This design comes from an exercise in tuning for small area, a short achievable clock period and few clock cycles on the open sky130 flow, not from production work.
At most, simulation tests tie the RTL to the original design; equivalence was not proved.
Power is estimated from default activity; no workload was simulated.

==> inputs of xenon <==
## rtc_fields_to_epoch_seconds_unit
module rtc_fields_to_epoch_seconds_unit (
  input  logic      clk,
  input  logic      rst,
  input  logic      start,
  output logic      busy,
  input  rfes_pkg::rfes_in_t  fields,
  output logic      done,
  output rfes_pkg::rfes_out_t result,
  input  logic      cfg_write,
  input  logic      cfg_index,
  input  logic      cfg_data
);
export LEC_CHECK = 0
export CAP_MARGIN = 20
export CORE_MARGIN = 2
export CORE_UTILIZATION = 40
export CTS_BUF_LIST = sky130_fd_sc_hd__clkbuf_8
export SETUP_SLACK_MARGIN = 5.0
export SLEW_MARGIN = 20
create_clock -name core_clock -period 8.0 [get_ports {clk}]
standard.sh (not shown) runs the stock make flow with config.mk's settings and CLKGATE_MAP_FILE= SYNTH_SCRIPT=/design/flow/synth_recipe.tcl, a recipe that flattens the netlist after the stock synthesis.
==> flow/flow/run.sh <==
#!/bin/bash
# Standard layout, with the port buffers made of the smallest buffer cell and
# Yosys's generic fine-grained ABC pass skipped, so that the adders written as
# gates reach full-adder extraction as written.
set -euo pipefail
bash standard.sh SYNTH_ARGS=-noabc BUFFER_PORTS_ARGS="-buffer_cell sky130_fd_sc_hd__buf_1" finish > standard_flow.log 2>&1
==> indigo: changes against xenon <==
--- a/flow/design.v
+++ b/flow/design.v
@@ -586,13 +586,12 @@
   assign mona[2] = (mon4 == 4'd3) || (mon4 == 4'd7) || (mon4 == 4'd11);
   assign mona[3] = (mon4 == 4'd4) || (mon4 == 4'd8) || (mon4 == 4'd12);
   assign monb[0] = (mon4 == 4'd1) || (mon4 == 4'd2) || (mon4 == 4'd3) || (mon4 == 4'd4);
   assign monb[1] = (mon4 == 4'd5) || (mon4 == 4'd6) || (mon4 == 4'd7) || (mon4 == 4'd8);
   assign monb[2] = (mon4 == 4'd9) || (mon4 == 4'd10) || (mon4 == 4'd11) || (mon4 == 4'd12);
   logic        v_q;
-  logic [5:0]  errs_q;
   logic        err_q;
   logic [4:0]  q_q;
   logic [1:0]  r_q;
   logic [3:0]  mona_q;   
   logic [2:0]  monb_q;   
   logic [4:0]  day_q;
@@ -605,24 +604,23 @@
       v_q <= 1'b0;
     end else begin
       v_q <= start;
     end
   end
   always_ff @(posedge clk) begin
-    errs_q <= {err_sec, err_min, err_hr, err_day, err_mon, err_yr};
+    err_q <= err_all;
     q_q   <= yr7[6:2];
     r_q   <= fields_r;
     mona_q <= mona;
     monb_q <= monb;
     day_q <= day5;
     hr_q  <= hr5;
     min_q <= min6;
     sec_q <= sec6;
     leap_q <= leap;
   end
-  assign err_q = |errs_q;
   logic [31:0] epoch;
   logic [31:0] tab;
   logic [12:1] mon_q;
   assign mon_q[1] = mona_q[0] & monb_q[0];
   assign mon_q[2] = mona_q[1] & monb_q[0];
   assign mon_q[3] = mona_q[2] & monb_q[0];
==> metrics list <==
- Status: timing/DRC/antenna clean
* Weighted congestion reported at the end of routability-driven placement: 0.900
* Via count of the first global-routing pass: 4697
* Main area contributors after synthesis: sky130_fd_sc_hd__dfxtp_1 (38%), sky130_fd_sc_hd__fa_1 (21%), sky130_fd_sc_hd__ha_1 (9.8%)
- In the global route stage, met3 resource usage came out at 4.16%.
- Power Internal: 1.91 mW
- Total non-filler cell area in the finished layout: 8320 µm²
* Clock-pin slew on the worst setup and hold paths: 0.08 ns
- The multi-input combinational cells in the finished layout cover a total of 4200 µm².
- Core Box Area: 18000 µm²
- Destination of the worst hold path: res_q[1]$_DFF_P_
- At the placement stage, the worst setup path has a slack of 4.58 ns.
- After Yosys synthesis, XOR and XNOR cells account for 3.95% of the synthesized area.
* Max-slew headroom: 66.2%
the above is filed under xenon

==> metrics list <==
- Weighted congestion reported at the end of routability-driven placement: 0.880
* Status: timing/DRC/antenna clean
- Total non-filler cell area in the finished layout: 8430 µm²
- Via count of the first global-routing pass: 4953
- Global routing consumed, on the met3 layer, 3.92% of the routing resources.
* Core Box Area: 18000 µm²
- After synthesis, flip-flops and latches occupy 36.6% of the total area.
- Clock-pin slew was measured on the worst setup and hold paths at 0.07 ns.
- Of the total synthesized cell area, the portion taken by XOR and XNOR cells is 3.92%.
- The internal power of the cells totals 1.97 mW.
* Cell breakdown of the critical path: clkbuf_2 > and3_4 > fa_2 > a21o_1 > a21o_1 > fa_2 > xor2_1 > xnor2_1
- In the final layout, the multi-input gates occupy 4360 µm².
- Peak clock frequency supported by timing: 341 MHz
* Destination of the worst hold path: cs0_q_0$_DFF_P_
- Main area contributors after synthesis: sky130_fd_sc_hd__dfxtp_1 (37%), sky130_fd_sc_hd__fa_1 (21%), sky130_fd_sc_hd__ha_1 (9.7%)
the above is filed under indigo

No run of this note included a check of the RTL's function; only the layout flow was run.

==> wip/sierra <==
rtc_fields_to_epoch_seconds_unit, a different RTL version from the one above (not shown whole).
clock: 8.0 ns
lec_check: 0
cap_margin: 20
core_margin: 2
core_utilization: 40
cts_buf_list: sky130_fd_sc_hd__clkbuf_8
setup_slack_margin: 5.0
slew_margin: 20
Scripts as last shown in full above: flow/flow/run.sh
==> inputs of wip/nickel, as changes to wip/sierra <==
--- a/flow/design.v
+++ b/flow/design.v
@@ -653,61 +653,72 @@
     err_day = (fields.raw_monthday == 8'd0) || rfes_pkg::day_gt(fields.raw_monthday, bcd_mode, ml);
     err_all = err_sec || err_min || err_hr || err_day || err_mon || err_yr;
     if (bcd_mode) begin
       fields_r = {fields.raw_year[1] ^ fields.raw_year[4], fields.raw_year[0]};
     end else begin
       fields_r = fields.raw_year[1:0];
     end
   end
-  logic [12:1] mon_oh;
-  assign mon_oh[1] = (mon4 == 4'd1);
-  assign mon_oh[2] = (mon4 == 4'd2);
-  assign mon_oh[3] = (mon4 == 4'd3);
-  assign mon_oh[4] = (mon4 == 4'd4);
-  assign mon_oh[5] = (mon4 == 4'd5);
-  assign mon_oh[6] = (mon4 == 4'd6);
-  assign mon_oh[7] = (mon4 == 4'd7);
-  assign mon_oh[8] = (mon4 == 4'd8);
-  assign mon_oh[9] = (mon4 == 4'd9);
-  assign mon_oh[10] = (mon4 == 4'd10);
-  assign mon_oh[11] = (mon4 == 4'd11);
-  assign mon_oh[12] = (mon4 == 4'd12);
+  logic [3:0]  mona;
+  logic [2:0]  monb;
+  assign mona[0] = (mon4 == 4'd1) || (mon4 == 4'd5) || (mon4 == 4'd9);
+  assign mona[1] = (mon4 == 4'd2) || (mon4 == 4'd6) || (mon4 == 4'd10);
+  assign mona[2] = (mon4 == 4'd3) || (mon4 == 4'd7) || (mon4 == 4'd11);
+  assign mona[3] = (mon4 == 4'd4) || (mon4 == 4'd8) || (mon4 == 4'd12);
+  assign monb[0] = (mon4 == 4'd1) || (mon4 == 4'd2) || (mon4 == 4'd3) || (mon4 == 4'd4);
+  assign monb[1] = (mon4 == 4'd5) || (mon4 == 4'd6) || (mon4 == 4'd7) || (mon4 == 4'd8);
+  assign monb[2] = (mon4 == 4'd9) || (mon4 == 4'd10) || (mon4 == 4'd11) || (mon4 == 4'd12);
   logic        v_q;
   logic [5:0]  errs_q;
   logic        err_q;
   logic [4:0]  q_q;
   logic [1:0]  r_q;
-  logic [12:1] mon_q;    
+  logic [3:0]  mona_q;   
+  logic [2:0]  monb_q;   
   logic [4:0]  day_q;
   logic [4:0]  hr_q;
   logic [5:0]  min_q;
   logic [5:0]  sec_q;
   logic        leap_q;
   always_ff @(posedge clk) begin
     if (rst) begin
       v_q <= 1'b0;
     end else begin
       v_q <= start;
     end
   end
   always_ff @(posedge clk) begin
     errs_q <= {err_sec, err_min, err_hr, err_day, err_mon, err_yr};
     q_q   <= yr7[6:2];
     r_q   <= fields_r;
-    mon_q <= mon_oh;
+    mona_q <= mona;
+    monb_q <= monb;
     day_q <= day5;
     hr_q  <= hr5;
     min_q <= min6;
     sec_q <= sec6;
     leap_q <= leap;
   end
   assign err_q = |errs_q;
   logic [31:0] epoch;
   logic [31:0] tab;
+  logic [12:1] mon_q;
+  assign mon_q[1] = mona_q[0] & monb_q[0];
+  assign mon_q[2] = mona_q[1] & monb_q[0];
+  assign mon_q[3] = mona_q[2] & monb_q[0];
+  assign mon_q[4] = mona_q[3] & monb_q[0];
+  assign mon_q[5] = mona_q[0] & monb_q[1];
+  assign mon_q[6] = mona_q[1] & monb_q[1];
+  assign mon_q[7] = mona_q[2] & monb_q[1];
+  assign mon_q[8] = mona_q[3] & monb_q[1];
+  assign mon_q[9] = mona_q[0] & monb_q[2];
+  assign mon_q[10] = mona_q[1] & monb_q[2];
+  assign mon_q[11] = mona_q[2] & monb_q[2];
+  assign mon_q[12] = mona_q[3] & monb_q[2];
   assign tab[0] = 1'b0;
   assign tab[1] = 1'b0;
   assign tab[2] = 1'b0;
   assign tab[3] = 1'b0;
   assign tab[4] = 1'b0;
   assign tab[5] = 1'b0;
   assign tab[6] = 1'b0;
   assign tab[7] = (mon_q[1] & ~leap_q) | (mon_q[2] & leap_q) | mon_q[4] | mon_q[5] | mon_q[8] | mon_q[11] | mon_q[12];
==> qor summary <==
Result of the run: wip/sierra complete, no violations; wip/nickel complete, no violations
Clock buffer and inverter area fraction after layout: wip/sierra 5.29%; wip/nickel 4.82%
Met3 track demand over resource in global routing: wip/sierra 3.56%; wip/nickel 4.03%
Detailed route wirelength on metal3: wip/sierra 653 um; wip/nickel 674 um
Share of final-layout standard cells stronger than drive strength 1: wip/sierra 5.47%; wip/nickel 5.06%
Fin area: wip/sierra 0.00842 mm2; wip/nickel 0.00828 mm2
Total of fill cells in the finished design: wip/sierra 1,735; wip/nickel 1,768
Net switching power: wip/sierra 1.05 mW; wip/nickel 1.04 mW
Die H: wip/sierra 140 um; wip/nickel 140 um
Slew @ Worst Pin: wip/sierra 0.647 ns; wip/nickel 0.628 ns
Post-Synth Adder-Cell Area: wip/sierra 29.3%; wip/nickel 29.5%
Portion of total power attributed to combinational logic: wip/sierra 42.3%; wip/nickel 43.6%
Area share of the leading cell type in the synthesized netlist: wip/sierra 37.6%; wip/nickel 36.6%
Testbench counts of wip/nickel, summed over its fixed seeds: cycles 2,144.
The RTL of wip/sierra was laid out without a check of its function.

re-timing with driven ports:
No port has a modelled driver above. Below, the same layouts with a new extraction and two added sets of constraints.
Step 1 sets driving cells, clkbuf_16 on the clock port and buf_2 on the other inputs (assumed; they add their load-dependent delay and slew).
Step 2, shift: input delay + t, output delay - t, t = (earliest + latest rising clock arrival at the registers) / 2. This alone moves slack from input paths to output paths.
Three values: ideal, step 1, step 2; two values: the first two.
run	shift t [ns]	setup WS [ns]	hold WS [ns]
xenon	0.472	5.041 / 5.057 / 4.586	0.330 / 0.330 / 0.330
indigo	0.477	5.065 / 5.083 / 4.606	0.329 / 0.329 / 0.329
wip/sierra	0.479	5.191 / 5.207 / 4.728	0.328 / 0.328 / 0.328
wip/nickel	0.471	5.195 / 5.209 / 4.738	0.330 / 0.330 / 0.330
After both steps setup and hold are still met in every run listed. For wip/sierra, which loses most, drivers alone change the setup slack by +0.016 ns; drivers and shift together by -0.463 ns.
